What follows belongs to an exercise in optimizing a design on an open flow for small area, a short achievable clock period and few clock cycles; a production flow would make more cautious choices.
Function was checked by simulation only, so behaviour that the tests miss may differ from the original.

**flow/flow/run.sh**
```bash
#!/bin/bash
# Standard layout (the standard.sh: synthesis, floorplan, place, CTS,
# route, finish), with gate resizing not held to each cell's footprint.
set -euo pipefail
bash standard.sh MATCH_CELL_FOOTPRINT=0 finish > standard_make.log 2>&1
```
**flow/constraint.sdc**
```tcl
create_clock -name core_clock -period 10.0 [get_ports {i_clk}]
set_input_delay 2.0000 -clock core_clock [delete_from_list [all_inputs] [get_ports {i_clk}]]
set_output_delay 2.0000 -clock core_clock [all_outputs]
set_load 0.01 [all_outputs]
```
**flow/design.v**
```verilog
package ecc_pkg;
    localparam int MUL_CYCLES = 16;
endpackage
`timescale 1ns/1ps
module ecc_sign7 (
    input  logic [6:0] i_x,
    input  logic [6:0] i_y,
    output logic       o_s
);
    logic [5:0] g0, p0;
    logic [5:0] g1, p1;
    logic [5:0] g2, p2;
    logic       c6;
    assign g0 = i_x[5:0] & i_y[5:0];
    assign p0 = i_x[5:0] | i_y[5:0];
    assign g1[0] = g0[0];
    assign p1[0] = p0[0];
    assign g1[5:1] = g0[5:1] | (p0[5:1] & g0[4:0]);
    assign p1[5:1] = p0[5:1] & p0[4:0];
    assign g2[1:0] = g1[1:0];
    assign p2[1:0] = p1[1:0];
    assign g2[5:2] = g1[5:2] | (p1[5:2] & g1[3:0]);
    assign p2[5:2] = p1[5:2] & p1[3:0];
    assign c6 = g2[5] | (p2[5] & g2[1]);
    assign o_s = i_x[6] ^ i_y[6] ^ c6;
endmodule
module ecc_csa7 (
    input  logic [6:0] i_x,
    input  logic [6:0] i_y,
    input  logic [6:0] i_z,
    output logic [6:0] o_s,
    output logic [6:0] o_c
);
    assign o_s = i_x ^ i_y ^ i_z;
    assign o_c = {(i_x[5:0] & i_y[5:0]) | (i_x[5:0] & i_z[5:0]) | (i_y[5:0] & i_z[5:0]), 1'b0};
endmodule
module ecc_qsel (
    input  logic [6:0] i_s0,
    input  logic [6:0] i_c0,
    input  logic [6:0] i_s1,
    input  logic [6:0] i_c1,
    input  logic [6:0] i_s2,
    input  logic [6:0] i_c2,
    output logic [1:0] o_q
);
    logic n0, n1, n2;
    ecc_sign7 s0_i (.i_x(i_s0), .i_y(i_c0), .o_s(n0));
    ecc_sign7 s1_i (.i_x(i_s1), .i_y(i_c1), .o_s(n1));
    ecc_sign7 s2_i (.i_x(i_s2), .i_y(i_c2), .o_s(n2));
    always_comb begin
        if (!n2)      o_q = 2'd3;
        else if (!n1) o_q = 2'd2;
        else if (!n0) o_q = 2'd1;
        else          o_q = 2'd0;
    end
endmodule
module ecc_mul_r4 (
    input  logic [31:0] i_p,
    input  logic [33:0] i_zs,
    input  logic [33:0] i_zc,
    input  logic [31:0] i_pp1,
    input  logic [31:0] i_pp0,
    input  logic        i_first,
    input  logic [6:0]  i_e10,
    input  logic [6:0]  i_e11,
    input  logic [6:0]  i_e12,
    input  logic [6:0]  i_e2,
    input  logic [4:0]  i_f1,
    input  logic [3:0]  i_f0,
    input  logic [6:0]  i_km0,
    input  logic [6:0]  i_km2,
    input  logic [6:0]  i_kp0,
    input  logic [6:0]  i_kp2,
    input  logic [6:0]  i_kt0,
    input  logic [6:0]  i_kt2,
    output logic [33:0] o_zs,
    output logic [33:0] o_zc
);
    logic [6:0]  npt;
    logic [6:0]  z1t, gs, gc, g;
    logic [6:0]  v1m_h, v1p_h, v1t_h;
    logic [1:0]  q1e, q1, q2;           
    logic [1:0]  q2m, q2z, q2p, q2t, q2f;
    logic [6:0]  ef, efn;
    logic [33:0] v1, v2;
    logic        cin1, cin2;
    logic [33:0] t1s, t1c, t2s, t2c, t3s, t3c, t4s, t4c;
    assign npt = ~{3'b000, i_p[31:28]};
    assign z1t = i_zs[33:27] + i_zc[33:27];
    ecc_qsel q1_i (.i_s0(z1t), .i_c0(i_e10), .i_s1(z1t), .i_c1(i_e11), .i_s2(z1t), .i_c2(i_e12), .o_q(q1e));
    assign q1 = i_first ? 2'd1 : q1e;
    ecc_csa7 e2_i (.i_x(i_zs[32:26]), .i_y(i_zc[32:26]), .i_z(i_e2), .o_s(gs), .o_c(gc));
    assign g = gs + gc;
    assign v1m_h = {2'b00, i_p[31:27]};
    assign v1p_h = {2'b11, ~i_p[31:27]};
    assign v1t_h = {1'b1, ~i_p[31:26]};
    ecc_qsel q2m_i (.i_s0(g), .i_c0(i_km0), .i_s1(g), .i_c1(v1m_h), .i_s2(g), .i_c2(i_km2), .o_q(q2m));
    ecc_qsel q2z_i (.i_s0(g), .i_c0(7'd5),  .i_s1(g), .i_c1(7'd0),  .i_s2(g), .i_c2(npt),   .o_q(q2z));
    ecc_qsel q2p_i (.i_s0(g), .i_c0(i_kp0), .i_s1(g), .i_c1(v1p_h), .i_s2(g), .i_c2(i_kp2), .o_q(q2p));
    ecc_qsel q2t_i (.i_s0(g), .i_c0(i_kt0), .i_s1(g), .i_c1(v1t_h), .i_s2(g), .i_c2(i_kt2), .o_q(q2t));
    assign ef  = {2'b00, i_f1} + {3'b000, i_f0};
    assign efn = ef + npt;
    assign q2f = efn[6] ? 2'd2 : 2'd3;
    always_comb begin
        case (q1)
            2'd0:    q2 = q2m;
            2'd1:    q2 = i_first ? q2f : q2z;
            2'd2:    q2 = q2p;
            default: q2 = q2t;
        endcase
    end
    always_comb begin
        case (q1)
            2'd0:    v1 = {1'b0, i_p, 1'b0};
            2'd1:    v1 = '0;
            2'd2:    v1 = ~{1'b0, i_p, 1'b0};
            default: v1 = ~{i_p, 2'b00};
        endcase
        case (q2)
            2'd0:    v2 = {2'b00, i_p};
            2'd1:    v2 = '0;
            2'd2:    v2 = ~{2'b00, i_p};
            default: v2 = ~{1'b0, i_p, 1'b0};
        endcase
    end
    assign cin1 = q1[1];
    assign cin2 = q2[1];
    logic [33:0] x1, x2, x3, x4;
    assign x1 = {i_zs[31:0], 2'b00};
    assign x2 = {i_zc[31:0], 2'b00};
    assign x3 = {1'b0, i_pp1, 1'b0};
    assign x4 = {2'b00, i_pp0};
    assign t1s = x1 ^ x2 ^ x3;
    assign t1c = {(x1[32:0] & x2[32:0]) | (x1[32:0] & x3[32:0]) | (x2[32:0] & x3[32:0]), 1'b0};
    assign t2s = t1s ^ t1c ^ x4;
    assign t2c = {(t1s[32:0] & t1c[32:0]) | (t1s[32:0] & x4[32:0]) | (t1c[32:0] & x4[32:0]), 1'b0};
    assign t3s = t2s ^ t2c ^ v1;
    assign t3c = {(t2s[32:0] & t2c[32:0]) | (t2s[32:0] & v1[32:0]) | (t2c[32:0] & v1[32:0]), cin1};
    assign t4s = t3s ^ t3c ^ v2;
    assign t4c = {(t3s[32:0] & t3c[32:0]) | (t3s[32:0] & v2[32:0]) | (t3c[32:0] & v2[32:0]), cin2};
    assign o_zs = t4s;
    assign o_zc = t4c;
endmodule
module ecc_mod_conv (
    input  logic [31:0] i_p,
    input  logic [33:0] i_u,
    input  logic [33:0] i_w,
    input  logic        i_cin,
    output logic [31:0] o_r
);
    logic [33:0] cs, cc, d0, d1, pp;
    assign pp = {2'b00, i_p};
    assign cs = i_u ^ i_w ^ pp;
    assign cc = {(i_u[32:0] & i_w[32:0]) | (i_u[32:0] & pp[32:0]) | (i_w[32:0] & pp[32:0]), 1'b0};
    assign d0 = i_u + i_w + {33'd0, i_cin};
    assign d1 = cs + cc + {33'd0, i_cin};
    assign o_r = d0[33] ? d1[31:0] : d0[31:0];
endmodule
`timescale 1ns/1ps
module ecc_point_add #(
    parameter int WIDTH = 32
) (
    input  logic             i_clk,
    input  logic             i_rst_n,
    input  logic             i_start,
    input  logic [WIDTH-1:0] i_p,
    input  logic [WIDTH-1:0] i_x1,
    input  logic [WIDTH-1:0] i_y1,
    input  logic [WIDTH-1:0] i_x2,
    input  logic [WIDTH-1:0] i_y2,
    output logic [WIDTH-1:0] o_x3,
    output logic [WIDTH-1:0] o_y3,
    output logic [WIDTH-1:0] o_z3,
    output logic             o_done
);
    localparam int NF = 26;
    localparam int F_SUBH   = 0;    
    localparam int F_SUBR   = 1;    
    localparam int F_M1L1   = 2;    
    localparam int F_M2L1   = 3;    
    localparam int F_CV1HH  = 4;    
    localparam int F_CV2RR  = 5;    
    localparam int F_M1L2   = 6;    
    localparam int F_M2L2   = 7;    
    localparam int F_CV1HHH = 8;    
    localparam int F_CV2V   = 9;    
    localparam int F_M1L3   = 10;   
    localparam int F_S36    = 11;   
    localparam int F_S37    = 12;   
    localparam int F_S39    = 13;   
    localparam int F_M2L3   = 14;   
    localparam int F_CV1W   = 15;   
    localparam int F_CV2RT  = 16;   
    localparam int F_FIN    = 17;   
    localparam int F_DSH    = 18;   
    localparam int F_DX     = 19;   
    localparam int F_DY     = 20;   
    localparam int F_DH     = 21;   
    localparam int F_M1     = 22;   
    localparam int F_M2     = 23;   
    localparam int F_M1F    = 24;   
    localparam int F_M2F    = 25;   
    function automatic logic [NF-1:0] decode(input logic [5:0] tt);
        logic [NF-1:0] f;
        f = '0;
        f[F_SUBH]   = (tt == 6'd0);
        f[F_SUBR]   = (tt == 6'd1);
        f[F_M1L1]   = (tt >= 6'd1)  && (tt <= 6'd16);
        f[F_M2L1]   = (tt >= 6'd2)  && (tt <= 6'd17);
        f[F_CV1HH]  = (tt == 6'd17);
        f[F_CV2RR]  = (tt == 6'd18);
        f[F_M1L2]   = (tt >= 6'd18) && (tt <= 6'd33);
        f[F_M2L2]   = (tt >= 6'd19) && (tt <= 6'd34);
        f[F_CV1HHH] = (tt == 6'd34);
        f[F_CV2V]   = (tt == 6'd35);
        f[F_M1L3]   = (tt >= 6'd35) && (tt <= 6'd50);
        f[F_S36]    = (tt == 6'd36);
        f[F_S37]    = (tt == 6'd37) || (tt == 6'd38);
        f[F_S39]    = (tt == 6'd39);
        f[F_M2L3]   = (tt >= 6'd40) && (tt <= 6'd55);
        f[F_CV1W]   = (tt == 6'd51);
        f[F_CV2RT]  = (tt == 6'd56);
        f[F_FIN]    = (tt == 6'd57);
        f[F_M1F]    = (tt == 6'd1) || (tt == 6'd18) || (tt == 6'd35);
        f[F_M2F]    = (tt == 6'd2) || (tt == 6'd19) || (tt == 6'd40);
        f[F_M1]     = f[F_M1L1] | f[F_M1L2] | f[F_M1L3];
        f[F_M2]     = f[F_M2L1] | f[F_M2L2] | f[F_M2L3];
        decode = f;
    endfunction
    logic          start_d, busy, done_q, dn;
    logic [5:0]    t;
    logic [1:0]    dph;
    logic [NF-1:0] f;
    logic          accept, stall, finish;
    logic          busy_n, dn_n;
    logic [5:0]    t_n;
    logic [1:0]    dph_n;
    logic [NF-1:0] f_n;
    logic [31:0] p_q, x1_q, y1_q, h_q, r_q, x3_q, y3_q;
    logic [33:0] zs1_q, zc1_q, zs2_q, zc2_q;
    assign accept = i_start & ~start_d & ~busy;
    logic pn_q;
    assign stall  = f[F_SUBR] & ~pn_q;
    assign finish = (f[F_FIN] | f[F_DH]) & p_q[0];
    always_comb begin
        busy_n = busy;
        dn_n   = dn;
        t_n    = t;
        dph_n  = dph;
        if (accept) begin
            busy_n = 1'b1;
            dn_n   = 1'b0;
            t_n    = '0;
        end else if (busy) begin
            if (finish) begin
                busy_n = 1'b0;
                dn_n   = 1'b0;
            end else if (f[F_FIN] | dn) begin
                dn_n  = 1'b1;
                dph_n = (f[F_FIN] | f[F_DH]) ? 2'd0 : dph + 2'd1;
            end else if (!stall) begin
                t_n = t + 6'd1;
            end
        end
        f_n = '0;
        if (busy_n && !dn_n) f_n = decode(t_n);
        if (busy_n && dn_n) begin
            f_n[F_DSH] = (dph_n == 2'd0);
            f_n[F_DX]  = (dph_n == 2'd1);
            f_n[F_DY]  = (dph_n == 2'd2);
            f_n[F_DH]  = (dph_n == 2'd3);
        end
    end
    always_ff @(posedge i_clk or negedge i_rst_n) begin
        if (!i_rst_n) begin
            start_d <= 1'b0;
            busy    <= 1'b0;
            dn      <= 1'b0;
            done_q  <= 1'b0;
            t       <= '0;
            dph     <= '0;
            f       <= '0;
        end else begin
            start_d <= i_start;
            busy    <= busy_n;
            dn      <= dn_n;
            t       <= t_n;
            dph     <= dph_n;
            f       <= f_n;
            if (accept)      done_q <= 1'b0;
            else if (finish) done_q <= 1'b1;
        end
    end
    logic        go;
    logic [31:0] cv_r;
    logic [31:0] x3_d, h_d, y1_d, y3_d, x1_d, r_d;
    assign go = ~stall;
    always_comb begin
        x3_d = x3_q;
        if (f[F_SUBH] | f[F_CV1HH] | f[F_CV1HHH] | f[F_DX]) x3_d = cv_r;
        else if (f[F_M1L1] & go)                           x3_d = {x3_q[29:0], 2'b00};
        else if (f[F_FIN])                                 x3_d = y3_q;
        h_d = h_q;
        if (f[F_SUBH] | f[F_DH]) h_d = cv_r;
        else if (f[F_M1L2])      h_d = {h_q[29:0], h_q[31:30]};
        y3_d = y3_q;
        if ((f[F_SUBR] & go) | f[F_CV2RR] | f[F_S36] | f[F_S37] | f[F_FIN] | f[F_DY]) y3_d = cv_r;
        else if (f[F_M2L1])                                                          y3_d = {y3_q[29:0], 2'b00};
        r_d = r_q;
        if (f[F_SUBR] & go)  r_d = cv_r;
        else if (f[F_M2L3])  r_d = {r_q[29:0], 2'b00};
        if (!busy) begin
            x1_d = i_x1;
            y1_d = i_y1;
        end else begin
            x1_d = x1_q;
            if (f[F_CV2V] | f[F_S39] | f[F_CV2RT]) x1_d = cv_r;
            else if (f[F_M2L2])                    x1_d = {x1_q[29:0], 2'b00};
            y1_d = y1_q;
            if (f[F_CV1W])      y1_d = cv_r;
            else if (f[F_M1L3]) y1_d = {y1_q[29:0], 2'b00};
        end
    end
    logic        g1h_hi, g1x_hi, g1h_lo, g1x_lo;
    logic        g2r_hi, g2x_hi, g2a_hi, g2r_lo, g2x_lo, g2a_lo;
    logic [31:0] m1_pp1, m1_pp0, m2_pp1, m2_pp0;
    logic [33:0] m1_zs, m1_zc, m2_zs, m2_zc;
    always_ff @(posedge i_clk or negedge i_rst_n) begin
        if (!i_rst_n) begin
            g1h_hi <= 1'b0; g1x_hi <= 1'b0; g1h_lo <= 1'b0; g1x_lo <= 1'b0;
            g2r_hi <= 1'b0; g2x_hi <= 1'b0; g2a_hi <= 1'b0;
            g2r_lo <= 1'b0; g2x_lo <= 1'b0; g2a_lo <= 1'b0;
        end else begin
            g1h_hi <= f_n[F_M1L1] & x3_d[31];
            g1h_lo <= f_n[F_M1L1] & x3_d[30];
            g1x_hi <= (f_n[F_M1L2] & h_d[31]) | (f_n[F_M1L3] & y1_d[31]);
            g1x_lo <= (f_n[F_M1L2] & h_d[30]) | (f_n[F_M1L3] & y1_d[30]);
            g2r_hi <= f_n[F_M2L1] & y3_d[31];
            g2r_lo <= f_n[F_M2L1] & y3_d[30];
            g2x_hi <= f_n[F_M2L2] & x1_d[31];
            g2x_lo <= f_n[F_M2L2] & x1_d[30];
            g2a_hi <= f_n[F_M2L3] & r_d[31];
            g2a_lo <= f_n[F_M2L3] & r_d[30];
        end
    end
    logic [4:0] a1t, a2t;
    logic [3:0] b1s, b2s;
    logic [6:0] npt;
    logic [6:0] e1_10, e1_11, e1_12, e1_2, e2_10, e2_11, e2_12, e2_2;
    logic [6:0] e1_10d, e1_11d, e1_12d, e1_2d, e2_10d, e2_11d, e2_12d, e2_2d;
    assign npt = ~{3'b000, p_q[31:28]};
    logic [6:0] k_m0, k_m2, k_p0, k_p2, k_t0, k_t2;
    always_ff @(posedge i_clk) begin
        pn_q <= p_q[31];
        k_m0 <= {2'b00, p_q[31:27]} + 7'd5;
        k_m2 <= {2'b00, p_q[31:27]} + npt;
        k_p0 <= {2'b11, ~p_q[31:27]} + 7'd5;
        k_p2 <= {2'b11, ~p_q[31:27]} + npt;
        k_t0 <= {1'b1, ~p_q[31:26]} + 7'd5;
        k_t2 <= {1'b1, ~p_q[31:26]} + npt;
    end
    always_comb begin
        a1t = f[F_M1L1] ? h_q[31:27] : x3_q[31:27];
        if (f[F_M1L1])      b1s = x3_q[31:28];
        else if (f[F_M1L2]) b1s = h_q[31:28];
        else                b1s = y1_q[31:28];
        if (f[F_M2L1]) begin
            a2t = r_q[31:27];
            b2s = y3_q[31:28];
        end else if (f[F_M2L2]) begin
            a2t = x3_q[31:27];
            b2s = x1_q[31:28];
        end else begin
            a2t = x1_q[31:27];
            b2s = r_q[31:28];
        end
        e1_11d = {3'b000, a1t[4:1] & {4{b1s[1]}}};
        e1_10d = e1_11d + 7'd5;
        e1_12d = e1_11d + npt;
        e1_2d  = {2'b00, a1t & {5{b1s[1]}}} + {3'b000, a1t[4:1] & {4{b1s[0]}}};
        e2_11d = {3'b000, a2t[4:1] & {4{b2s[1]}}};
        e2_10d = e2_11d + 7'd5;
        e2_12d = e2_11d + npt;
        e2_2d  = {2'b00, a2t & {5{b2s[1]}}} + {3'b000, a2t[4:1] & {4{b2s[0]}}};
    end
    always_ff @(posedge i_clk) begin
        e1_10 <= e1_10d;
        e1_11 <= e1_11d;
        e1_12 <= e1_12d;
        e1_2  <= e1_2d;
        e2_10 <= e2_10d;
        e2_11 <= e2_11d;
        e2_12 <= e2_12d;
        e2_2  <= e2_2d;
    end
    assign m1_pp1 = ({32{g1h_hi}} & h_q) | ({32{g1x_hi}} & x3_q);
    assign m1_pp0 = ({32{g1h_lo}} & h_q) | ({32{g1x_lo}} & x3_q);
    assign m2_pp1 = ({32{g2r_hi}} & r_q) | ({32{g2x_hi}} & x3_q) | ({32{g2a_hi}} & x1_q);
    assign m2_pp0 = ({32{g2r_lo}} & r_q) | ({32{g2x_lo}} & x3_q) | ({32{g2a_lo}} & x1_q);
    ecc_mul_r4 mul1_i (
        .i_p     (p_q),
        .i_zs    (zs1_q),
        .i_zc    (zc1_q),
        .i_pp1   (m1_pp1),
        .i_pp0   (m1_pp0),
        .i_first (f[F_M1F]),
        .i_e10   (e1_10),
        .i_e11   (e1_11),
        .i_e12   (e1_12),
        .i_e2    (e1_2),
        .i_f1    (a1t & {5{b1s[3]}}),
        .i_f0    (a1t[4:1] & {4{b1s[2]}}),
        .i_km0   (k_m0),
        .i_km2   (k_m2),
        .i_kp0   (k_p0),
        .i_kp2   (k_p2),
        .i_kt0   (k_t0),
        .i_kt2   (k_t2),
        .o_zs    (m1_zs),
        .o_zc    (m1_zc)
    );
    ecc_mul_r4 mul2_i (
        .i_p     (p_q),
        .i_zs    (zs2_q),
        .i_zc    (zc2_q),
        .i_pp1   (m2_pp1),
        .i_pp0   (m2_pp0),
        .i_first (f[F_M2F]),
        .i_e10   (e2_10),
        .i_e11   (e2_11),
        .i_e12   (e2_12),
        .i_e2    (e2_2),
        .i_f1    (a2t & {5{b2s[3]}}),
        .i_f0    (a2t[4:1] & {4{b2s[2]}}),
        .i_km0   (k_m0),
        .i_km2   (k_m2),
        .i_kp0   (k_p0),
        .i_kp2   (k_p2),
        .i_kt0   (k_t0),
        .i_kt2   (k_t2),
        .o_zs    (m2_zs),
        .o_zc    (m2_zc)
    );
    logic [33:0] cv_u, cv_w;
    logic        cv_cin;
    logic [5:0] cs_u, cs_u_n;
    logic [6:0] cs_w, cs_w_n;
    logic       cs_c, cs_c_n;
    always_comb begin
        cs_u_n = '0;
        cs_w_n = '0;
        cs_c_n = 1'b1;
        if (f_n[F_SUBH]) begin
            cs_u_n[0] = 1'b1; cs_w_n[0] = 1'b1;
        end else if (f_n[F_SUBR]) begin
            cs_u_n[1] = 1'b1; cs_w_n[1] = 1'b1;
        end else if (f_n[F_CV1HH] | f_n[F_CV1HHH] | f_n[F_CV1W]) begin
            cs_u_n[0] = 1'b1; cs_w_n[2] = 1'b1; cs_c_n = 1'b0;
        end else if (f_n[F_CV2RR] | f_n[F_CV2V] | f_n[F_CV2RT]) begin
            cs_u_n[1] = 1'b1; cs_w_n[3] = 1'b1; cs_c_n = 1'b0;
        end else if (f_n[F_S36]) begin
            cs_u_n[2] = 1'b1; cs_w_n[4] = 1'b1;
        end else if (f_n[F_S37]) begin
            cs_u_n[2] = 1'b1; cs_w_n[0] = 1'b1;
        end else if (f_n[F_S39]) begin
            cs_u_n[3] = 1'b1; cs_w_n[5] = 1'b1;
        end else if (f_n[F_DX]) begin
            cs_u_n[4] = 1'b1; cs_w_n[6] = 1'b1;
        end else if (f_n[F_DY]) begin
            cs_u_n[2] = 1'b1; cs_w_n[6] = 1'b1;
        end else if (f_n[F_DH]) begin
            cs_u_n[5] = 1'b1; cs_w_n[6] = 1'b1;
        end else begin
            cs_u_n[3] = 1'b1; cs_w_n[1] = 1'b1;
        end
    end
    always_ff @(posedge i_clk or negedge i_rst_n) begin
        if (!i_rst_n) begin
            cs_u <= '0;
            cs_w <= '0;
            cs_c <= 1'b0;
        end else begin
            cs_u <= cs_u_n;
            cs_w <= cs_w_n;
            cs_c <= cs_c_n;
        end
    end
    assign cv_u = ({34{cs_u[0]}} & zs1_q)
                | ({34{cs_u[1]}} & zs2_q)
                | ({34{cs_u[2]}} & {2'b00, y3_q})
                | ({34{cs_u[3]}} & {2'b00, x1_q})
                | ({34{cs_u[4]}} & {2'b00, x3_q})
                | ({34{cs_u[5]}} & {2'b00, h_q});
    assign cv_w = ({34{cs_w[0]}} & ~{2'b00, x1_q})
                | ({34{cs_w[1]}} & ~{2'b00, y1_q})
                | ({34{cs_w[2]}} & zc1_q)
                | ({34{cs_w[3]}} & zc2_q)
                | ({34{cs_w[4]}} & ~{2'b00, x3_q})
                | ({34{cs_w[5]}} & ~{2'b00, y3_q})
                | ({34{cs_w[6]}} & ~{2'b00, p_q});
    assign cv_cin = cs_c;
    ecc_mod_conv conv_i (
        .i_p   (p_q),
        .i_u   (cv_u),
        .i_w   (cv_w),
        .i_cin (cv_cin),
        .o_r   (cv_r)
    );
    always_ff @(posedge i_clk) begin
        x1_q <= x1_d;
        y1_q <= y1_d;
        if (!busy) begin
            p_q   <= i_p;
            zs1_q <= {2'b00, i_x2};
            zc1_q <= '0;
            zs2_q <= {2'b00, i_y2};
            zc2_q <= '0;
        end else begin
            if (stall & ~p_q[31]) p_q <= {p_q[30:0], 1'b0};
            else if (f[F_DSH])   p_q <= {1'b0, p_q[31:1]};
            zs1_q <= m1_zs & {34{f[F_M1] & go}};
            zc1_q <= m1_zc & {34{f[F_M1] & go}};
            if ((f[F_SUBR] & go) | f[F_CV2RR] | f[F_CV2V] | f[F_CV2RT]) begin
                zs2_q <= '0;
                zc2_q <= '0;
            end else if (f[F_M2]) begin
                zs2_q <= m2_zs;
                zc2_q <= m2_zc;
            end
        end
        if (busy) begin
            h_q  <= h_d;
            r_q  <= r_d;
            x3_q <= x3_d;
            y3_q <= y3_d;
        end
    end
    assign o_x3   = x3_q;
    assign o_y3   = y3_q;
    assign o_z3   = h_q;
    assign o_done = done_q;
endmodule
```
**flow/config.mk**
```make
export PLATFORM = sky130hd
export DESIGN_NAME = ecc_point_add
export DESIGN_NICKNAME = ecc_point_add
export VERILOG_FILES = /design/flow/design.v
export SDC_FILE = /design/flow/constraint.sdc
export NUM_CORES = 4
export LEC_CHECK = 0
export ABC_AREA = 1
export CAP_MARGIN = 20
export CORE_MARGIN = 2
export CORE_UTILIZATION = 40
export PLACE_DENSITY = 0.6
export SETUP_SLACK_MARGIN = 5
export SLEW_MARGIN = 20
```
**flow/standard.sh**
```bash
#!/bin/bash
# synth_recipe.tcl (not shown) runs the flow's synth.tcl, then flattens the netlist and writes it again
# the make line also repeats each setting of config.mk as NAME=value (left out here)
make -C /OpenROAD-flow-scripts/flow DESIGN_CONFIG=/design/flow/config.mk WORK_HOME=/design/flow/orfs CLKGATE_MAP_FILE= SYNTH_SCRIPT=/design/flow/synth_recipe.tcl "${@:-finish}"
```
==> run notes, run 1 <==
- Share of cells above drive strength 1: 8.78%
- Seq/Total Area, Yosys: 30.7%
- Initial DRC Count: 6834
- Unique masters post-synth: 66
- Post-Syn Instances: 5329
- Clk Latency, worst-skew pair: 0.67 ns
- Final Net Count: 6217
- Synth Net Count: 5951
- Placed cell area: 0.0461 mm^2
- # DRC: 0
- Worst Path Buf+Inv: 4
- First-pass GRT wire length: 296000 um
- Cell area after synthesis: 0.0420 mm^2
- PortBufs: 259
- Most used DFF post-synth: edfxtp_1
- CTS Buf Count: 67
- Synthesized flop and latch total: 503
- Overflow after GRT: 0
- Detailed Route WL: 216000 um
- Worst Hold Path Cells: 2
- Drt first pass iters: 12
- Worst clock skew: 0.0528 ns
- Period utilisation layout: 49.9%
- Worst hold path class: flop to flop
- RSZ-0062 raised after global routing: true
- Final setup TNS: 0 ns
- Critical Path Stages: 21
- Layout area overhead: 19.2%
- CTS Buffer Depth: 3
- Post-DP HPWL: 160000 um
- Slowest cell on crit path: fa_2
- Final min period: 4.99 ns
- Synth Warn #: 3
- Rows: 118
- Top post-synthesis cells by area: edfxtp_1, fa_1, nand2_1
- CP Class: flop to flop
- Post-synth top cells: nand2_1, inv_1, o21ai_0, nor2_1, nand3_1
- I/O pins: 260
- Root buf cell: clkbuf_16
- ANT nets after route: 0
- Outcome: timing/DRC/antenna clean
- Worst-path cell chain: fa_1 -> ha_2 -> inv_1 -> fa_2 -> buf_8 -> nand2_1 -> a31oi_2 -> o211ai_1 -> ha_1 -> nor2_2 -> a21oi_2 -> nand3_1 -> nand3_2 -> nor2_4 -> buf_12 -> buf_12 -> nand3_1 -> nand2_1 -> nor2_1 -> fa_1 -> o21ai_0
- Final Instance Area: 0.0500 mm^2
- Synth area leader: edfxtp_1
- Synth top area share: 18.0%
- Final setup margin: 5.01 ns
- Worst Path Arrival: 5.36 ns
- CTS tree: yes
- Core Area: 0.104 mm^2
- Asr flop ratio synth: 12.3%
- Final Max Tran Viols: 0
- Worst setup SP type: flop
- Most frequent cell after synthesis: nand2_1
- Highest clock rate: 0.200 GHz
- Mapped Avg Cell Area: 7.88 um^2
- Critical Path Max Stage Delay: 0.69 ns
- Final hold viol count: 0
- # setup viols final: 0
- Die span in x: 328 um
- Worst-path fanout max: 8
- Required @ worst endpoint: 10.37 ns
- Via count: 43100
- Starting Density: 40.4%
- Critical path capture point type: flop
- Die ar.: 0.108 mm^2
- CTS sink cnt: 503
- Worst reg2reg path depth: 21
- WL per Instance: 30.7 um
- Routability cong.: 1.04
- Antenna violations before repair: 10
- Slew @ Worst Pin: 1.33 ns
- MaxCap Viol Count: 0
- Clock H-tree levels: 3
- Hold_buf cts: 0
- EDFF count, synth: 252
- Vias in the first global route: 39900
- Worst-case headroom to the max-slew limit: 11.3%
- Pre-CTS WS: 3.92 ns
- Vias/cell: 6.13
- CP delay by family, top: adder cells
- FILL cells: 10200
- Clock Pin Slew Worst Setup and Hold Paths: 0.06 ns
- Pin count of the biggest net entering global routing: 67
- Total GRT Usage: 38.6%
- Die Span Y: 328 um
==> worst register-to-register path, stage by stage, from the launching register on <==
cell	delay [ns]
edfxtp_1	0.50
fa_1	0.55
ha_2	0.17
inv_1	0.05
fa_2	0.69
buf_8	0.17
nand2_1	0.07
a31oi_2	0.23
o211ai_1	0.14
ha_1	0.32
nor2_2	0.10
a21oi_2	0.08
nand3_1	0.13
nand3_2	0.11
nor2_4	0.19
buf_12	0.19
buf_12	0.14
nand3_1	0.08
nand2_1	0.11
nor2_1	0.08
fa_1	0.55
o21ai_0	0.08
==> area by class of cell <==
class                      count  area, um^2  area share (%)
antenna                        2        5.00          0.0100
timing repair buffer         456        4500            9.00
timing repair inverter         4        27.5          0.0550
tap                         1380        1730            3.45
sequential                   503       12900            25.9
clock inverter                29         305           0.610
multi-input combinational   3769       25600            51.1
clock buffer                  94        1890            3.78
inverter                     794        3060            6.13
==> per-stage QoR <==
stage	util, %	hold WS, ns	cells
after floorplan	-	0.405	5329
after global placement	44.4	0.515	6806
after detailed placement	44.4	0.520	6806
after CTS	47.2	0.533	6968
after global routing	48.2	0.557	7029
final	48.2	0.537	7031
==> registers in the layout, indices dropped and copies added (netlist names), 32 cells and up <==
signal and flops:
x3_q 32, x1_q 32, zc2_q 34, y1_q 32
h_q 32, zs2_q 34, p_q 32, r_q 32
zs1_q 34, zc1_q 34, y3_q 32
==> kinds of logic (layout without fill, tap and decap cells) <==
group	count (synthesis)	after routing	synth area share [%]
other cells	0	2	0
xor+xnor	150	150	3.17
simple gates	1974	1977	19.7
compound gates	1176	1176	17.4
mux	6	6	0.143
fa+ha+maj	460	460	19.2
buf+inv	1060	1377	9.71
flops	503	503	30.7
==> cells in the final DEF (no fill, tap or decap), types with 66 or more instances in the layout <==
cell,netlist,layout
clkbuf_16,0,79
edfxtp_1,252,252
fa_1,306,301
nor2_1,380,366
xor2_1,105,104
ha_1,153,149
buf_4,4,158
o21ai_0,453,397
a22o_1,68,68
nand3_1,374,369
o22ai_1,137,136
nand2_1,1099,1088
clkdlybuf4s50_1,0,258
a21oi_1,200,186
dfxtp_1,189,180
a221oi_1,77,75
inv_1,774,755
o211ai_1,66,66
==> final timing paths <==
kind | from | to | slack (ns)
worst min register to register | zs2_q[32]$_SDFFE_PP0P_ | zs2_q[32]$_SDFFE_PP0P_ | 0.54
worst max register to register | zs2_q[27]$_DFFE_PP_ | zs2_q[31]$_DFFE_PP_ | 5.01
worst min-delay path | zs2_q[32]$_SDFFE_PP0P_ | zs2_q[32]$_SDFFE_PP0P_ | 0.54
worst max-delay path | zs2_q[27]$_DFFE_PP_ | zs2_q[31]$_DFFE_PP_ | 5.01
max in group asynchronous | i_rst_n | f[7]$_DFF_PN0_ | 7.82
min in group asynchronous | i_rst_n | t[4]$_DFF_PN0_ | 1.54
==> per-layer routing <==
metal  track usage (%)  vias to the layer above  routed length (um)
li1                  -                    18300                   -
met1              53.9                    20900               86600
met2              53.5                     3287               86200
met3              15.6                      549               33600
met4              13.5                       14                9510
met5                 0                        -                  84
==> what timing repair did <==
action                                  in CTS  in global routing
buffers inserted                            33                 48
cloned                                       6                 12
endpoints found under the setup margin     310                328
pin swaps                                    7                 28
gates resized for setup                    123                139
Testbench counts, summed over its fixed seeds: cycles 11,328.
==> run 2, diff against run 1 <==
--- a/flow/config.mk
+++ b/flow/config.mk
@@ -11,2 +11,4 @@
 export CORE_UTILIZATION = 40
+export CTS_CLUSTER_DIAMETER = 110
+export CTS_CLUSTER_SIZE = 16
 export PLACE_DENSITY = 0.6
==> run 2 against run 1 <==
Net effect: first-iteration DRC count shrank 2.3%; routed wire length rose by 0.40%; worst hold slack about the same; critical path depth down 1; sequential share of layout area is 0.22 points higher; final cell count is 0.36% lower; synthesized cell count is the same; core utilization decreased by 0.39 points; count of clock-buffer cells in the layout fell by 36; sequential cell count stayed put; critical path type unchanged; largest cell class unchanged; highest routed layer unchanged.
==> run notes, run 2 <==
- # DRC: 0 (unchanged)
- PortBufs: 259 (unchanged)
- Seq/Total Area, Yosys: 30.7% (unchanged)
- Slew @ Worst Pin: 1.22 ns (-0.114 ns)
- CTS sink cnt: 503 (unchanged)
- Die ar.: 0.108 mm^2 (unchanged)
- Post-DP HPWL: 160000 um (unchanged)
- Post-synth top cells: nand2_1, inv_1, o21ai_0, nor2_1, nand3_1
- Final setup TNS: 0 ns (unchanged)
- Worst-case headroom to the max-slew limit: 18.8% (+7.6 points)
- Routability cong.: 1.04 (unchanged)
- Most used DFF post-synth: edfxtp_1
- Die Span Y: 328 um (unchanged)
- Final hold viol count: 0 (unchanged)
- Layout Cells excl Fill: 7006 (-0.36%)
- Worst Hold Path Cells: 2 (unchanged)
- Commonest non-fill, non-tap cell in the layout: nand2_1
- Outcome: timing/DRC/antenna clean
- Clock Pin Slew Worst Setup and Hold Paths: 0.09 ns (+0.03 ns)
- Total GRT Usage: 38.4% (-0.15 points)
- Required @ worst endpoint: 10.38 ns (about the same)
- # setup viols final: 0 (unchanged)
- Vias in the first global route: 39500 (-1.0%)
- Worst reg2reg path depth: 20 (-4.8%)
- Clock H-tree levels: 2 (-1)
- Critical path capture point type: flop
- Post-Syn Instances: 5329 (unchanged)
- Most frequent cells in the layout: nand2_1, inv_1, o21ai_0
- RSZ-0062 raised after global routing: true
- Worst clock skew: 0.0553 ns (+0.00245 ns)
- Hold Path Sink: done_q$_DFFE_PN0P_
- Synth Net Count: 5951 (unchanged)
- Share of cells above drive strength 1: 9.30% (+0.52 points)
- Rows: 118 (unchanged)
- Synth area leader: edfxtp_1
- Asr flop ratio synth: 12.3% (unchanged)
- CTS tree: yes
- Hold_buf cts: 0 (unchanged)
- I/O pins: 260 (unchanged)
- Post-Place Cells: 6806 (unchanged)
- ANT nets after route: 0 (unchanged)
- Detailed Route WL: 217000 um (+0.40%)
- MaxCap Viol Count: 0 (unchanged)
- Initial DRC Count: 6677 (-2.3%)
- WL per Instance: 30.9 um (+0.76%)
- Mapped Avg Cell Area: 7.88 um^2 (unchanged)
- Final Net Count: 6220 (+0.048%)
- Vias/cell: 6.14 (+0.28%)
- Final Max Tran Viols: 0 (unchanged)
- Worst-path fanout max: 7 (-1)
- CP Class: flop to flop
- Most frequent cell after synthesis: nand2_1
- Overflow after GRT: 0 (unchanged)
- EDFF count, synth: 252 (unchanged)
- Via count: 43000 (-0.079%)
- Flop-to-flop setup slack: 5.05 ns (+0.04 ns)
- Top post-synthesis cells by area: edfxtp_1, fa_1, nand2_1
- Clk Latency, worst-skew pair: 0.67 ns (about the same)
- Pin count of the biggest net entering global routing: 67 (unchanged)
- Start of the worst register-to-register path: zs2_q[27]$_DFFE_PP_
- Worst Path Arrival: 5.33 ns (-0.03 ns)
- Min-Delay Startpoint: done_q$_DFFE_PN0P_
- Layout area overhead: 18.2%
- Highest clock rate: 0.202 GHz (+0.83%)
- CTS Buffer Depth: 3 (unchanged)
- Period utilisation layout: 49.5% (-0.41 points)
- CTS Buf Count: 40 (-40%)
- Drt first pass iters: 8 (-4)
- Unique masters post-synth: 66 (unchanged)
- First-pass GRT wire length: 295000 um (-0.32%)
- Worst hold path class: flop to flop
- Root buf cell: clkbuf_16
- Synth Warn #: 3 (unchanged)
- Core Area: 0.104 mm^2 (unchanged)
- Cell area after synthesis: 0.0420 mm^2 (unchanged)
- Synth top area share: 18.0% (unchanged)
- Die span in x: 328 um (unchanged)
- Synthesized flop and latch total: 503 (unchanged)
- Antenna violations before repair: 9 (-1)
- Critical R2R Capture: zs2_q[21]$_DFFE_PP_
- Starting Density: 40.4% (unchanged)
- Final min period: 4.95 ns (-0.0410 ns)
- Worst setup SP type: flop
- Final Util: 47.8% (-0.39 points)
-- run 2: layout make-up --
cell class                 count  area (um^2)
timing repair buffer         484         4770
multi-input combinational   3771        25800
clock inverter                10          150
fill                       10200        54200
sequential                   503        12900
inverter                     794         3070
clock buffer                  58         1090
tap                         1380         1730
antenna                        2         5.00
timing repair inverter         4         25.0
-- run 2: layer usage --
layer	track usage, %	part of all wire [%]	vias up	wire length, um
met4	14.0	4.7	10	10200
met3	14.5	15	570	33100
met1	54.2	40	20800	86800
met2	53.2	40	3332	86600
li1	-	-	18300	-
met5	0	0.030	-	66
-- run 2: logic make-up after synthesis --
family	share of synthesized area, %
simple gates	19.7
mux	0.143
buf+inv	9.71
compound gates	17.4
fa+ha+maj	19.2
xor+xnor	3.17
flops	30.7
-- run 2: worst max path at each step --
stage               cells past startpoint           startpoint             endpoint  slack, ns
floorplan                              21  zs2_q[27]$_DFFE_PP_  zs2_q[31]$_DFFE_PP_       5.49
global placement                       21  zs2_q[27]$_DFFE_PP_   zs2_q[8]$_DFFE_PP_       3.87
detailed placement                     21  zs2_q[27]$_DFFE_PP_   zs2_q[8]$_DFFE_PP_       3.92
CTS                                    16    p_q[28]$_DFFE_PP_   y3_q[23]$_DFFE_PP_       4.91
global route                           22  zs2_q[27]$_DFFE_PP_  zs2_q[25]$_DFFE_PP_       4.95
finish                                 20  zs2_q[27]$_DFFE_PP_  zs2_q[21]$_DFFE_PP_       5.05
-- run 2: stage by stage --
step	instance area [um^2]	hold WS (ns)	setup WS, ns
CTS	48000	0.535	4.91
detailed placement	46100	0.520	3.92
global placement	46100	0.515	3.87
finish	49600	0.537	5.05
floorplan	42000	0.405	5.49
global route	49600	0.560	4.95
-- run 2: critical path: stages, from the launching register on --
cell	delay (ns)
edfxtp_1	0.46
fa_1	0.56
ha_2	0.17
inv_1	0.05
fa_2	0.69
buf_8	0.18
nand2_4	0.06
a31oi_4	0.18
o211ai_1	0.14
ha_1	0.32
nor2_2	0.12
a21oi_2	0.08
nand3_2	0.09
nand3_2	0.08
nor2_4	0.28
clkbuf_16	0.24
nand2_8	0.13
nor2_2	0.11
nor2_1	0.07
fa_1	0.53
o21ai_0	0.10
-- run 2: repair_timing --
action	CTS	global route
buffers inserted	36	69
endpoints found under the hold margin	0	0
cloned	6	18
resized for setup	121	194
pin swaps	8	62
setup endpoints to repair	312	331
==> run 3, diff against run 2 <==
--- a/flow/config.mk
+++ b/flow/config.mk
@@ -12,3 +12,3 @@
 export CTS_CLUSTER_DIAMETER = 110
-export CTS_CLUSTER_SIZE = 16
+export CTS_CLUSTER_SIZE = 18
 export PLACE_DENSITY = 0.6
==> run 3 against run 2 <==
Net effect: still clean; setup slack got worse by 0.013 ns; critical path depth down 1; global-route usage about the same; largest cell class unchanged.
==> run notes, run 3 <==
- Outcome: timing/DRC/antenna clean
- Most frequent cell after synthesis: nand2_1
- Synth Net Count: 5951 (unchanged)
- Worst Hold Path Cells: 2 (unchanged)
- Post-DP HPWL: 160000 um (unchanged)
- Clk Latency, worst-skew pair: 0.67 ns (about the same)
- Worst-path fanout max: 32 (+25)
- Via count: 42800 (-0.53%)
- Root buf cell: clkbuf_16
- Worst clock skew: 0.0455 ns (-0.00980 ns)
- Flop-to-flop setup slack: 5.04 ns (about the same)
- Min-Delay Startpoint: zs2_q[32]$_SDFFE_PP0P_
- Required @ worst endpoint: 10.36 ns (-0.02 ns)
- Vias in the first global route: 39600 (+0.25%)
- Die Span Y: 328 um (unchanged)
- Worst reg2reg path depth: 19 (-5.0%)
- ANT nets after route: 0 (unchanged)
- Critical path capture point type: flop
- Final setup margin: 5.04 ns (-0.0130 ns)
- I/O pins: 260 (unchanged)
- Mapped Avg Cell Area: 7.88 um^2 (unchanged)
- Period utilisation layout: 49.6% (+0.13 points)
- Hold_buf cts: 0 (unchanged)
- Critical R2R Capture: zs2_q[27]$_DFFE_PP_
- Post-synth top cells: nand2_1, inv_1, o21ai_0, nor2_1, nand3_1
- Final Instance Area: 0.0491 mm^2 (-1.0%)
- Clock Pin Slew Worst Setup and Hold Paths: 0.09 ns (about the same)
- Synthesized flop and latch total: 503 (unchanged)
- Antenna violations before repair: 7 (-2)
- RSZ-0062 raised after global routing: true
- Final min period: 4.96 ns (+0.0130 ns)
- Post-Syn Instances: 5329 (unchanged)
- Most frequent cells in the layout: nand2_1, inv_1, o21ai_0
- Pin count of the biggest net entering global routing: 67 (unchanged)
- Final Net Count: 6198 (-0.35%)
- Core Area: 0.104 mm^2 (unchanged)
- Most used DFF post-synth: edfxtp_1
- Die ar.: 0.108 mm^2 (unchanged)
- Detailed Route WL: 217000 um (about the same)
- Start of the worst register-to-register path: zs2_q[27]$_DFFE_PP_
- Worst-path cell chain: fa_1 -> ha_2 -> inv_1 -> fa_2 -> buf_8 -> nand2_1 -> a31oi_2 -> o211ai_1 -> ha_1 -> nor2_2 -> a21oi_2 -> nand3_1 -> nand4_1 -> buf_6 -> nand3_1 -> nand2_1 -> nor2_1 -> fa_1 -> o21ai_0
- Rows: 118 (unchanged)
- Routability cong.: 1.04 (unchanged)
- Slowest cell on crit path: fa_2
- Total GRT Usage: 38.4% (-0.048 points)
- Hold Path Sink: zs2_q[32]$_SDFFE_PP0P_
- Final hold viol count: 0 (unchanged)
- Pre-CTS WS: 3.92 ns (unchanged)
- Overflow after GRT: 0 (unchanged)
- Unique masters post-synth: 66 (unchanged)
- Worst setup SP type: flop
- CTS sink cnt: 503 (unchanged)
- Worst hold path class: flop to flop
- # DRC: 0 (unchanged)
- Die span in x: 328 um (unchanged)
- Highest clock rate: 0.202 GHz (-0.26%)
- Worst-case headroom to the max-slew limit: 19.6% (+0.78 points)
- Final Max Tran Viols: 0 (unchanged)
- Commonest non-fill, non-tap cell in the layout: nand2_1
- Seq/Total Area, Yosys: 30.7% (unchanged)
- WL per Instance: 31.0 um (+0.17%)
- Hold slack: 0.529 ns (-0.00825 ns)
- CTS tree: yes
- MaxCap Viol Count: 0 (unchanged)
- Initial DRC Count: 6757 (+1.2%)
- Vias/cell: 6.13 (-0.28%)
- Slew @ Worst Pin: 1.20 ns (-0.0116 ns)
- Share of cells above drive strength 1: 8.28% (-1.0 points)
- CTS Buffer Depth: 3 (unchanged)
- EDFF count, synth: 252 (unchanged)
- Layout area overhead: 17.0%
- CTS Buf Count: 36 (-10%)
- Clock H-tree levels: 2 (unchanged)
- Drt first pass iters: 9 (+1)
- Synth top area share: 18.0% (unchanged)
- Synth Warn #: 3 (unchanged)
- Critical Path Max Stage Delay: 0.69 ns (about the same)
- Asr flop ratio synth: 12.3% (unchanged)
- # setup viols final: 0 (unchanged)
- Top post-synthesis cells by area: edfxtp_1, fa_1, nand2_1
- Starting Density: 40.4% (unchanged)
- Synth area leader: edfxtp_1
- First-pass GRT wire length: 295000 um (-0.15%)
- Final setup TNS: 0 ns (unchanged)
- PortBufs: 259 (unchanged)
- Placed cell area: 0.0461 mm^2 (unchanged)
- CP Class: flop to flop
- Worst Path Arrival: 5.32 ns (about the same)
- Cell area after synthesis: 0.0420 mm^2 (unchanged)
-- run 3: repair_timing --
action,CTS,global route
pin swaps,7,43
setup buffers,31,58
gates resized for setup,120,143
setup endpoints to repair,312,329
gates cloned,6,17
-- run 3: how the worst max path moves through the flow --
stage	start	slack (ns)	endpoint	cells past startpoint
final	zs2_q[27]$_DFFE_PP_	5.04	zs2_q[27]$_DFFE_PP_	19
after global routing	zs2_q[27]$_DFFE_PP_	4.92	zs2_q[23]$_DFFE_PP_	21
after CTS	p_q[28]$_DFFE_PP_	4.94	y3_q[29]$_DFFE_PP_	17
after detailed placement	zs2_q[27]$_DFFE_PP_	3.92	zs2_q[8]$_DFFE_PP_	21
after global placement	zs2_q[27]$_DFFE_PP_	3.87	zs2_q[8]$_DFFE_PP_	21
after floorplan	zs2_q[27]$_DFFE_PP_	5.49	zs2_q[31]$_DFFE_PP_	21
-- run 3: cell type report --
cell class	instances	area, um^2
multi-input cells	3770	25600
repair buffers	467	4610
diodes	7	17.5
clock buffers	54	1000
inverters	794	3070
fillers	10300	54700
clock inverters	9	105
repair inverters	4	27.5
well taps	1380	1730
flip-flops and latches	503	12900
-- run 3: cells by family (layout without fill, tap and decap cells) --
family,count (synthesis),after routing,share of synthesized area [%]
AO/OA/AOI/OAI,1176,1176,17.4
XOR/XNOR,150,150,3.17
adder cells (fa/ha/maj),460,460,19.2
buffers and inverters,1060,1328,9.71
flip-flops,503,503,30.7
multiplexers,6,6,0.143
other,0,7,0
AND/OR/NAND/NOR,1974,1978,19.7
-- run 3: critical path, delay by kind of cell, from the launching register on --
kind            cells  cell delay [ns]
compound gates      4             0.64
fa+ha+maj           5             2.26
buf+inv             3             0.60
flops               1             0.50
simple gates        7             0.67
-- run 3: metal layers --
metal  track usage (%)  part of all wire [%]  up-vias
li1                  -                     -    18300
met1              53.3                    40    20700
met2              53.3                    40     3231
met3              15.5                    15      558
met4              14.0                   4.6       10
met5                 0                 0.056        -
-- run 3: stage by stage --
step / instances / util [%]
after floorplan: 5329 / -
after global placement: 6806 / 44.4
after detailed placement: 6806 / 44.4
after CTS: 6906 / 46.1
after global routing: 6981 / 47.3
final: 6988 / 47.3
==> run 4, diff against run 3 <==
--- a/flow/config.mk
+++ b/flow/config.mk
@@ -8,9 +8,7 @@
 export ABC_AREA = 1
-export CAP_MARGIN = 20
+export CAP_MARGIN = 10
 export CORE_MARGIN = 2
 export CORE_UTILIZATION = 40
-export CTS_CLUSTER_DIAMETER = 110
-export CTS_CLUSTER_SIZE = 18
 export PLACE_DENSITY = 0.6
 export SETUP_SLACK_MARGIN = 5
-export SLEW_MARGIN = 20
+export SLEW_MARGIN = 10
==> run 4 against run 3 <==
Net effect: via count increased by 1.0%; critical endpoint is now zs2_q[5]$_DFFE_PP_; largest cell class unchanged; critical path depth increased by 1; sequential cell count unchanged; sequential share of layout area decreased by 0.68 points.
==> run notes, run 4 <==
- Initial DRC Count: 6583 (-2.6%)
- Critical path capture point type: flop
- Antenna violations before repair: 9 (+2)
- Most used DFF post-synth: edfxtp_1
- First-pass GRT wire length: 296000 um (+0.47%)
- Clk Latency, worst-skew pair: 0.67 ns (about the same)
- Worst clock skew: 0.0564 ns (+0.0109 ns)
- Pin count of the biggest net entering global routing: 67 (unchanged)
- CTS sink cnt: 503 (unchanged)
- Synth Warn #: 3 (unchanged)
- Top post-synthesis cells by area: edfxtp_1, fa_1, nand2_1
- ANT nets after route: 0 (unchanged)
- CTS tree: yes
- Worst Path Arrival: 5.30 ns (-0.02 ns)
- Layout area overhead: 20.1%
- Synthesized flop and latch total: 503 (unchanged)
- Multi-input logic area: 0.0257 mm^2 (+0.40%)
- FF/Latch Area: 0.0129 mm^2 (about the same)
- # setup viols final: 0 (unchanged)
- Highest clock rate: 0.203 GHz (+0.52%)
- Routability cong.: 1.04 (unchanged)
- Worst hold path class: flop to flop
- Post-synth top cells: nand2_1, inv_1, o21ai_0, nor2_1, nand3_1
- Synth top area share: 18.0% (unchanged)
- Overflow after GRT: 0 (unchanged)
- Hold slack: 0.532 ns (+0.00328 ns)
- Die Span Y: 328 um (unchanged)
- Slowest cell on crit path: fa_2
- Worst-path fanout max: 7 (-78%)
- MaxCap Viol Count: 0 (unchanged)
- Drt first pass iters: 7 (-2)
- Total GRT Usage: 38.6% (+0.20 points)
- Most frequent cells in the layout: nand2_1, inv_1, o21ai_0
- Clock H-tree levels: 3 (+1)
- Start of the worst register-to-register path: zs2_q[27]$_DFFE_PP_
- EDFF count, synth: 252 (unchanged)
- Worst-case headroom to the max-slew limit: 9.53% (-10 points)
- Outcome: timing/DRC/antenna clean
- CTS Buffer Depth: 3 (unchanged)
- Final min period: 4.94 ns (-0.0259 ns)
- Most frequent cell after synthesis: nand2_1
- Worst setup SP type: flop
- RSZ-0062 raised after global routing: true
- Rows: 118 (unchanged)
- Final hold viol count: 0 (unchanged)
- Detailed Route WL: 218000 um (+0.46%)
- Crit path from: zs2_q[27]$_DFFE_PP_
- WL per Instance: 30.8 um (-0.56%)
- Core Area: 0.104 mm^2 (unchanged)
- Final setup TNS: 0 ns (unchanged)
- Post-DP HPWL: 160000 um (about the same)
- Slew @ Worst Pin: 1.36 ns (+0.151 ns)
- Vias/cell: 6.13 (about the same)
- Worst Path Buf+Inv: 3 (unchanged)
- CP Class: flop to flop
- Critical Path Max Stage Delay: 0.69 ns (about the same)
- Vias in the first global route: 39900 (+0.82%)
- Seq/Total Area, Yosys: 30.7% (unchanged)
- Starting Density: 40.4% (unchanged)
- Post-Syn Instances: 5329 (unchanged)
- # DRC: 0 (unchanged)
- Final Max Tran Viols: 0 (unchanged)
- Asr flop ratio synth: 12.3% (unchanged)
- Layout Cells excl Fill: 7060 (+1.0%)
- FILL cells: 10100 (-1.7%)
- Final Net Count: 6245 (+0.76%)
- Synth Net Count: 5951 (unchanged)
- Synth area leader: edfxtp_1
- Unique masters post-synth: 66 (unchanged)
- Die span in x: 328 um (unchanged)
- Root buf cell: clkbuf_16
- Post-Place Cells: 6806 (unchanged)
- Period utilisation layout: 49.4% (-0.26 points)
- I/O pins: 260 (unchanged)
- Worst-path cell chain: fa_1 -> ha_2 -> inv_1 -> fa_2 -> buf_8 -> nand2_2 -> a31oi_4 -> o211ai_1 -> ha_1 -> nor2_2 -> a21oi_2 -> nand3_2 -> nand3_2 -> nor2_4 -> buf_12 -> nand2_4 -> nor2_1 -> nor2_1 -> fa_1 -> o21ai_0
- Clock Pin Slew Worst Setup and Hold Paths: 0.06 ns (-0.03 ns)
- Via count: 43200 (+1.0%)
- CP delay by family, top: adder cells
- PortBufs: 259 (unchanged)
- Mapped Avg Cell Area: 7.88 um^2 (unchanged)
- Cell area after synthesis: 0.0420 mm^2 (unchanged)
- Min-Delay Startpoint: zs2_q[32]$_SDFFE_PP0P_
- Required @ worst endpoint: 10.37 ns (about the same)
- Die ar.: 0.108 mm^2 (unchanged)
- CTS Buf Count: 67 (+86%)
- Commonest non-fill, non-tap cell in the layout: nand2_1
- Share of cells above drive strength 1: 9.58% (+1.3 points)
run 4: cell counts after synthesis:
No cell type changed its count.
run 4: worst paths after layout:
check                      cells past startpoint                endpoint  slack [ns]
setup / recovery                              20      zs2_q[5]$_DFFE_PP_        5.06
hold / removal                                 2  zs2_q[32]$_SDFFE_PP0P_        0.53
setup reg to reg                              20      zs2_q[5]$_DFFE_PP_        5.06
hold reg to reg                                2  zs2_q[32]$_SDFFE_PP0P_        0.53
max in group asynchronous                      2          f[3]$_DFF_PN0_        7.80
min in group asynchronous                      2          t[4]$_DFF_PN0_        1.55
run 4: layer usage:
layer  track usage (%)  routed length (um)  part of all wire, %
met3              15.7               34200                   16
met2              53.6               86800                   40
met4              13.4               10100                  4.6
met1              53.7               86500                   40
met5                 0                  72                0.033
run 4: final cells by class:
| class | instances | share of cell area, % |
|---|---|---|
| repair buffers | 480 | 9.40 |
| well taps | 1380 | 3.42 |
| clock inverters | 29 | 0.605 |
| clock buffers | 94 | 3.75 |
| inverters | 794 | 6.08 |
| multi-input cells | 3773 | 51.0 |
| diodes | 3 | 0.0149 |
| repair inverters | 4 | 0.0546 |
| flip-flops and latches | 503 | 25.6 |
run 4: cells by family after synthesis:
family	share of synthesized area [%]
buffers and inverters	9.71
XOR/XNOR	3.17
adder cells (fa/ha/maj)	19.2
AO/OA/AOI/OAI	17.4
flip-flops	30.7
multiplexers	0.143
AND/OR/NAND/NOR	19.7
run 4: per-stage QoR:
step           utilization, %  instance area [um^2]  worst slack, ns
2_1_floorplan               -                 42000             5.49
3_3_place_gp             44.4                 46100             3.87
3_5_place_dp             44.4                 46100             3.92
4_1_cts                  47.2                 49000             4.98
5_1_grt                  48.6                 50400             4.95
6_report                 48.6                 50400             5.06
run 4: worst register-to-register path, delay by kind of cell (launching register included):
family	cells	cell delay, ns
and+or+nand+nor	8	0.96
AOI/OAI and AO/OA	4	0.49
DFF	1	0.49
adders and majority gates	5	2.26
buffers and inverters	3	0.44
run 4: what timing repair did:
item / 4_1_cts / 5_1_grt
pin swaps: 8 / 47
hold endpoints to repair: 0 / 0
endpoints found under the setup margin: 310 / 332
hold buffers: 0 / 0
setup buffers: 31 / 71
gates cloned: 6 / 20
gates resized for setup: 129 / 173
==> run 5, diff against run 4 <==
==> flow/flow/run.sh (replaced) <==
#!/bin/bash
# Standard layout (the standard.sh: synthesis, floorplan, place, CTS,
# route, finish) with two changes to how timing repair works: gate resizing
# is not held to each cell's footprint, and repair aims for 6.5 ns of setup
# slack at the design's clock (the constraints themselves are unchanged).
set -euo pipefail
bash standard.sh MATCH_CELL_FOOTPRINT=0 SETUP_SLACK_MARGIN=6.5 finish > standard_make.log 2>&1
--- a/flow/config.mk
+++ b/flow/config.mk
@@ -8,3 +8,3 @@
 export ABC_AREA = 1
-export CAP_MARGIN = 10
+export CAP_MARGIN = 20
 export CORE_MARGIN = 2
@@ -12,3 +12,2 @@
 export PLACE_DENSITY = 0.6
-export SETUP_SLACK_MARGIN = 5
-export SLEW_MARGIN = 10
+export SLEW_MARGIN = 20
==> run 5 against run 4 <==
Net effect: via count grew 7.2%; highest routed layer unchanged; synthesized cell count is the same; core utilization rose by 8.6 points; worst hold slack worse by 0.033 ns; register-to-register slack improved by 0.16 ns; die area is the same.
==> run notes, run 5 <==
- Outcome: timing/DRC/antenna clean
- Die span in x: 328 um (unchanged)
- Post-DP HPWL: 157000 um (-1.5%)
- FILL cells: 9194 (-9.3%)
- CTS tree: yes
- Most frequent cell after synthesis: nand2_1
- EDFF count, synth: 252 (unchanged)
- Worst Path Arrival: 5.15 ns (-0.15 ns)
- Post-Syn Instances: 5329 (unchanged)
- Pre-CTS WS: 4.00 ns (+0.0772 ns)
- Seq/Total Area, Yosys: 30.7% (unchanged)
- Worst hold path class: flop to flop
- Synth area leader: edfxtp_1
- Final Max Tran Viols: 0 (unchanged)
- Worst setup SP type: flop
- Critical Path Max Stage Delay: 0.64 ns (-0.05 ns)
- Clock H-tree levels: 3 (unchanged)
- Layout area overhead: 41.5%
- Initial DRC Count: 6759 (+2.7%)
- Routability cong.: 1.04 (about the same)
- Root buf cell: clkbuf_16
- First-pass GRT wire length: 311000 um (+5.0%)
- Synth top area share: 18.0% (unchanged)
- Total GRT Usage: 40.4% (+1.8 points)
- RSZ-0062 raised after global routing: true
- Asr flop ratio synth: 12.3% (unchanged)
- Worst clock skew: 0.0359 ns (-0.0205 ns)
- Worst-case headroom to the max-slew limit: 19.5% (+9.9 points)
- Clk Latency, worst-skew pair: 0.66 ns (about the same)
- Via count: 46300 (+7.2%)
- Clock Pin Slew Worst Setup and Hold Paths: 0.06 ns (about the same)
- Vias in the first global route: 42800 (+7.2%)
- # DRC: 0 (unchanged)
- Mapped Avg Cell Area: 7.88 um^2 (unchanged)
- Pin count of the biggest net entering global routing: 73 (+9.0%)
- Unique masters post-synth: 66 (unchanged)
- Final Net Count: 6631 (+6.2%)
- Slew @ Worst Pin: 1.21 ns (-0.149 ns)
- Final min period: 4.78 ns (-0.160 ns)
- Worst-path fanout max: 7 (unchanged)
- Synth Warn #: 3 (unchanged)
- Core Area: 0.104 mm^2 (unchanged)
- Worst-path cell chain: fa_1 -> ha_4 -> inv_2 -> fa_2 -> buf_6 -> nand2_4 -> a31oi_4 -> o211ai_1 -> ha_1 -> nor2_2 -> a21oi_2 -> nand3_2 -> nand3_4 -> nor2_4 -> buf_12 -> buf_8 -> nand3_1 -> nand2_1 -> nor2_2 -> fa_2 -> o21ai_1
- Detailed Route WL: 229000 um (+5.2%)
- Synth Net Count: 5951 (unchanged)
- CTS Buf Count: 66 (-1.5%)
- Final setup margin: 5.22 ns (+0.160 ns)
- Required @ worst endpoint: 10.37 ns (about the same)
- Critical path capture point type: flop
- Synthesized flop and latch total: 503 (unchanged)
- CP Class: flop to flop
- CTS sink cnt: 503 (unchanged)
- Most used DFF post-synth: edfxtp_1
- Final setup TNS: 0 ns (unchanged)
- CTS Buffer Depth: 3 (unchanged)
- Period utilisation layout: 47.8% (-1.6 points)
- Most frequent cells in the layout: nand2_1, inv_1, buf_4
- WL per Instance: 30.7 um (-0.23%)
- Slowest cell on crit path: fa_2
- Drt first pass iters: 10 (+3)
- Share of cells above drive strength 1: 28.5% (+19 points)
- Final hold viol count: 0 (unchanged)
- MaxCap Viol Count: 0 (unchanged)
- Antenna violations before repair: 9 (unchanged)
- Rows: 118 (unchanged)
- PortBufs: 259 (unchanged)
- Post-synth top cells: nand2_1, inv_1, o21ai_0, nor2_1, nand3_1
- Final Util: 57.2% (+8.6 points)
- Starting Density: 40.4% (unchanged)
- Overflow after GRT: 0 (unchanged)
- Highest clock rate: 0.209 GHz (+3.4%)
- Commonest non-fill, non-tap cell in the layout: nand2_1
- Die Span Y: 328 um (unchanged)
- Die ar.: 0.108 mm^2 (unchanged)
- Vias/cell: 6.22 (+1.6%)
- # setup viols final: 0 (unchanged)
- ANT nets after route: 0 (unchanged)
- Cell area after synthesis: 0.0420 mm^2 (unchanged)
- I/O pins: 260 (unchanged)
- Top post-synthesis cells by area: edfxtp_1, fa_1, nand2_1
==> run 5: cell counts after synthesis <==
Identical to the previous run, type by type.
==> run 5: area by class of cell <==
class	instances	area [um^2]	area share (%)
clock inverter	33	419	0.706
timing repair buffer	867	8810	14.8
antenna	7	17.5	0.0295
tap	1380	1730	2.91
clock buffer	86	1930	3.24
inverter	794	3160	5.32
multi-input combinational	3774	30400	51.1
timing repair inverter	3	20.0	0.0337
sequential	503	12900	21.8
==> run 5: logic make-up (layout without fill, tap and decap cells) <==
| group | count (synthesis) | after routing | synth area share (%) |
|---|---|---|---|
| buf+inv | 1060 | 1783 | 9.71 |
| flops | 503 | 503 | 30.7 |
| simple gates | 1974 | 1982 | 19.7 |
| fa+ha+maj | 460 | 460 | 19.2 |
| xor+xnor | 150 | 150 | 3.17 |
| other cells | 0 | 7 | 0 |
| mux | 6 | 6 | 0.143 |
| compound gates | 1176 | 1176 | 17.4 |
==> run 5: stage by stage <==
stage	cells	area [um^2]	hold slack, ns
floorplan	5329	43100	0.405
global placement	6792	46800	0.496
detailed placement	6792	46800	0.497
CTS	7262	55100	0.506
global route	7440	59400	0.533
finish	7447	59400	0.499
==> run 5: final timing paths <==
path,depth (start not counted),endpoint,from,slack [ns]
worst max register to register,21,zs2_q[31]$_DFFE_PP_,zs2_q[27]$_DFFE_PP_,5.22
worst max-delay path,21,zs2_q[31]$_DFFE_PP_,zs2_q[27]$_DFFE_PP_,5.22
worst min-delay path,2,zs2_q[32]$_SDFFE_PP0P_,zs2_q[32]$_SDFFE_PP0P_,0.50
worst min register to register,2,zs2_q[32]$_SDFFE_PP0P_,zs2_q[32]$_SDFFE_PP0P_,0.50
min in group asynchronous,2,cs_w[5]$_DFF_PN0_,i_rst_n,1.56
max in group asynchronous,2,cs_u[1]$_DFF_PN0_,i_rst_n,7.81
==> run 5: repair_timing <==
item                       in CTS  in global routing
setup endpoints to repair     510                382
setup buffers                 319                169
cloned                         32                  9
hold buffers                    0                  0
gates resized for setup       723                658
pin swaps                     228                258
==> run 5: worst max-delay path: cells and delay by family (launching register included) <==
family / cells / cell delay, ns
compound gates: 4 / 0.50
fa+ha+maj: 5 / 2.24
buf+inv: 4 / 0.53
flops: 1 / 0.46
simple gates: 8 / 0.77
==> run 5: layer usage <==
metal,global-route usage (%),up-vias,share of wire [%]
met3,16.9,850,16
met1,54.8,22400,38
met2,55.2,3856,39
li1,-,19200,-
met4,18.7,16,6.5
met5,0,-,0.070

[separate check: timing with driven ports]
The flow's constraints put no driver on any port. The routed layouts listed below were extracted and timed again, unchanged, in two steps. Step 1 (the two cells are an assumption about what drives the block):
set clk [get_ports {i_clk}]
set_driving_cell -lib_cell sky130_fd_sc_hd__clkbuf_16 $clk
set_driving_cell -lib_cell sky130_fd_sc_hd__buf_2 [delete_from_list [all_inputs] $clk]
Step 2, shift: input delay + t, output delay - t, t = (earliest + latest rising clock arrival at the registers) / 2. This alone moves slack from input paths to output paths. a / b / c = ideal / step 1 / step 2; a / b = the first two.
run | t, ns | setup WS [ns] | worst register clock-pin slew, ns | worst data-port slew with drivers (ns) | cell pins on the clock port's net
run 1 | 0.713 | 5.010 / 5.010 / 4.854 | 0.07 / 0.07 | 0.13 | 1
run 2 | 0.710 | 5.051 / 5.051 / 4.867 | 0.09 / 0.09 | 0.12 | 1
run 3 | 0.712 | 5.038 / 5.038 / 4.582 | 0.10 / 0.10 | 0.12 | 1
run 4 | 0.713 | 5.064 / 5.064 / 4.774 | 0.06 / 0.06 | 0.13 | 1
run 5 | 0.712 | 5.225 / 5.225 / 5.225 | 0.07 / 0.07 | 0.11 | 1
After both steps every run listed still meets setup and hold. The setup slack of run 3, which loses most, moves by 0.000 ns with the drivers and by -0.456 ns with both steps.
